This is an optimization exercise on Yosys and OpenROAD, whose aim is small area, not a production implementation.
At most, simulation tests tie the RTL to the original design; equivalence was not proved.
No activity file was given, so power comes from the tool's default toggle rates.

## rv32i_core
module rv32i_core
(
    input  logic        clk,
    input  logic        rst,
    output logic [31:0] fetch_pc,
    input  logic [31:0] fetch_instr,
    output logic        retire_valid,
    output logic [31:0] retire_pc,
    output logic [4:0]  retire_rd,
    output logic [31:0] retire_value
);
make LEC_CHECK=0 ABC_AREA=1 CAP_MARGIN=20 CORE_MARGIN=2 CORE_UTILIZATION=50 CTS_CLUSTER_DIAMETER=100 CTS_CLUSTER_SIZE=30 SLEW_MARGIN=20 finish   # period 10.0 ns
run.sh (not shown) runs the stock make flow with config.mk's settings and CLKGATE_MAP_FILE= SYNTH_SCRIPT=/design/flow/synth_recipe.tcl, a recipe that flattens the netlist after the stock synthesis.
Then changed:
--- a/flow/design.v
+++ b/flow/design.v
@@ -58,25 +58,28 @@
     input  logic [31:0] fetch_instr,
     output logic        retire_valid,
     output logic [31:0] retire_pc,
     output logic [4:0]  retire_rd,
     output logic [31:0] retire_value
 );
     logic [3:0]  ph;
     logic        clr;
     logic [1:0]  st;
     logic [31:0] R;
     logic [31:0] N;
+    logic [4:0]  sh;
     logic        ca;
     logic        cb;
     logic        z;
+    logic        fl;
+    logic        d;
     wire last  = (ph == 4'd15);
     wire first = (ph == 4'd0);
     wire [31:0] ins = fetch_instr;
     wire [6:0]  opc = ins[6:0];
     wire [2:0]  f3  = ins[14:12];
     wire [6:0]  f7  = ins[31:25];
     wire [4:0]  rd  = ins[11:7];
     wire [4:0]  rs1 = ins[19:15];
     wire [4:0]  rs2 = ins[24:20];
     wire is_lui   = (opc == 7'b0110111);
     wire is_auipc = (opc == 7'b0010111);
@@ -166,25 +169,22 @@
             3'b110:  alu = op1 | op2r;
             3'b111:  alu = op1 & op2r;
             default: alu = sum;
         endcase
         if (!is_alu)
             alu = sum;
     end
     wire       bcin  = (ph == 4'd1) ? 1'b1 : (first ? 1'b0 : cb);
     wire       bc1   = pcp[0] & bcin;
     wire [1:0] pc4   = {pcp[1] ^ bc1, pcp[0] ^ bcin};
     wire       bcout = pcp[1] & bc1;
-    wire [4:0] sh    = rdq;
-    wire       d     = cb;
-    wire       fl    = z;
     wire       right = f3[2];
     wire [4:0] t     = right ? sh : (5'd0 - sh);
     wire [3:0] m     = t[4:1] + {3'd0, t[0]};
     wire [1:0] P     = N[{m, 1'b0} +: 2];
     wire [5:0] plo   = {1'b0, ph, 1'b0} + {1'b0, sh};
     wire [5:0] phi   = {1'b0, ph, 1'b1} + {1'b0, sh};
     wire       vlo   = right ? !plo[5] : ({ph, 1'b0} >= sh);
     wire       vhi   = right ? !phi[5] : ({ph, 1'b1} >= sh);
     wire       fill  = right && is_sra && fl;
     wire [1:0] shr   = t[0] ? {P[0], d} : P;
     wire [1:0] shx   = {vhi ? shr[1] : fill, vlo ? shr[0] : fill};
@@ -234,42 +234,37 @@
     wire retire = !clr && legal && (is_br ? (st == 2'd2 || (st == 2'd1 && !taken)) : at_fin);
     wire load   = clr || !legal || retire;
     assign retire_valid = last && retire;
     assign retire_pc    = fetch_pc;
     assign retire_rd    = is_br ? 5'd0 : rd;
     assign retire_value = R_d;
     always_ff @(posedge clk)
     begin
         R  <= R_d;
         N  <= N_d;
         ca <= cout;
+        cb <= bcout;
+        z  <= zero;
         wq  <= wr;
         clq <= clr;
-        if (is_shift && (st == 2'd1 || st == 2'd2))
-            cb <= (st == 2'd1 && m == 4'd0) ? a[1] : P[1];
-        else
-            cb <= bcout;
-        if (is_shift && (st == 2'd1 || st == 2'd2))
-            rdq <= rdq;
-        else if (is_shift && st == 2'd0 && last)
-            rdq <= R_d[4:0];
-        else
-            rdq <= rd;
-        if (is_shift && st == 2'd2)
-            z <= z;
-        else if (last && is_shift && st == 2'd1)
-            z <= a[1];
-        else if (last && cmp_slt)
-            z <= f3[0] ? ltu : lt;
-        else
-            z <= zero;
+        rdq <= rd;
+        d  <= (st == 2'd1 && m == 4'd0) ? a[1] : P[1];
+        if (last)
+        begin
+            if (is_shift && st == 2'd0)
+                sh <= R_d[4:0];
+            if (is_shift && st == 2'd1)
+                fl <= a[1];
+            if (cmp_slt)
+                fl <= f3[0] ? ltu : lt;
+        end
         if (rst)
         begin
             ph  <= 4'd0;
             clr <= 1'b1;
             st  <= 2'd0;
         end
         else
         begin
             ph <= ph + 4'd1;
             if (last)
             begin
The new run finished clean. Hold slack got worse by 5.4 ps. Clock power goes down by about 3%. Power goes down by 0.82%. Routed wire length goes down by 2.0%. Die area goes up by 0.54%.
No functional check of the RTL was part of the second run of this note.

[separate check: timing with driven ports]
How much do the figures lean on ideal ports? The routed layouts below were timed once more, with nothing changed but the port constraints. Step 1 sets driving cells, clkbuf_16 on the clock port and buf_2 on the other inputs (assumed; they add their load-dependent delay and slew). Step 2 also shifts input and output timing later by t, the mid clock arrival at the registers, as if the neighbouring blocks saw the same clock. Slacks: ideal / step 1 / step 2; pairs: ideal / step 1.
run	t (ns)	slack for setup (ns)	worst data-port slew with drivers (ns)
the first run	0.659	0.469 / 0.437 / 0.437	0.06
the second run	0.643	0.739 / 0.710 / 0.710	0.10
After both steps setup and hold are still met in every run listed. The setup slack of the first run, which loses most, moves by -0.032 ns with the drivers and by -0.032 ns with both steps.
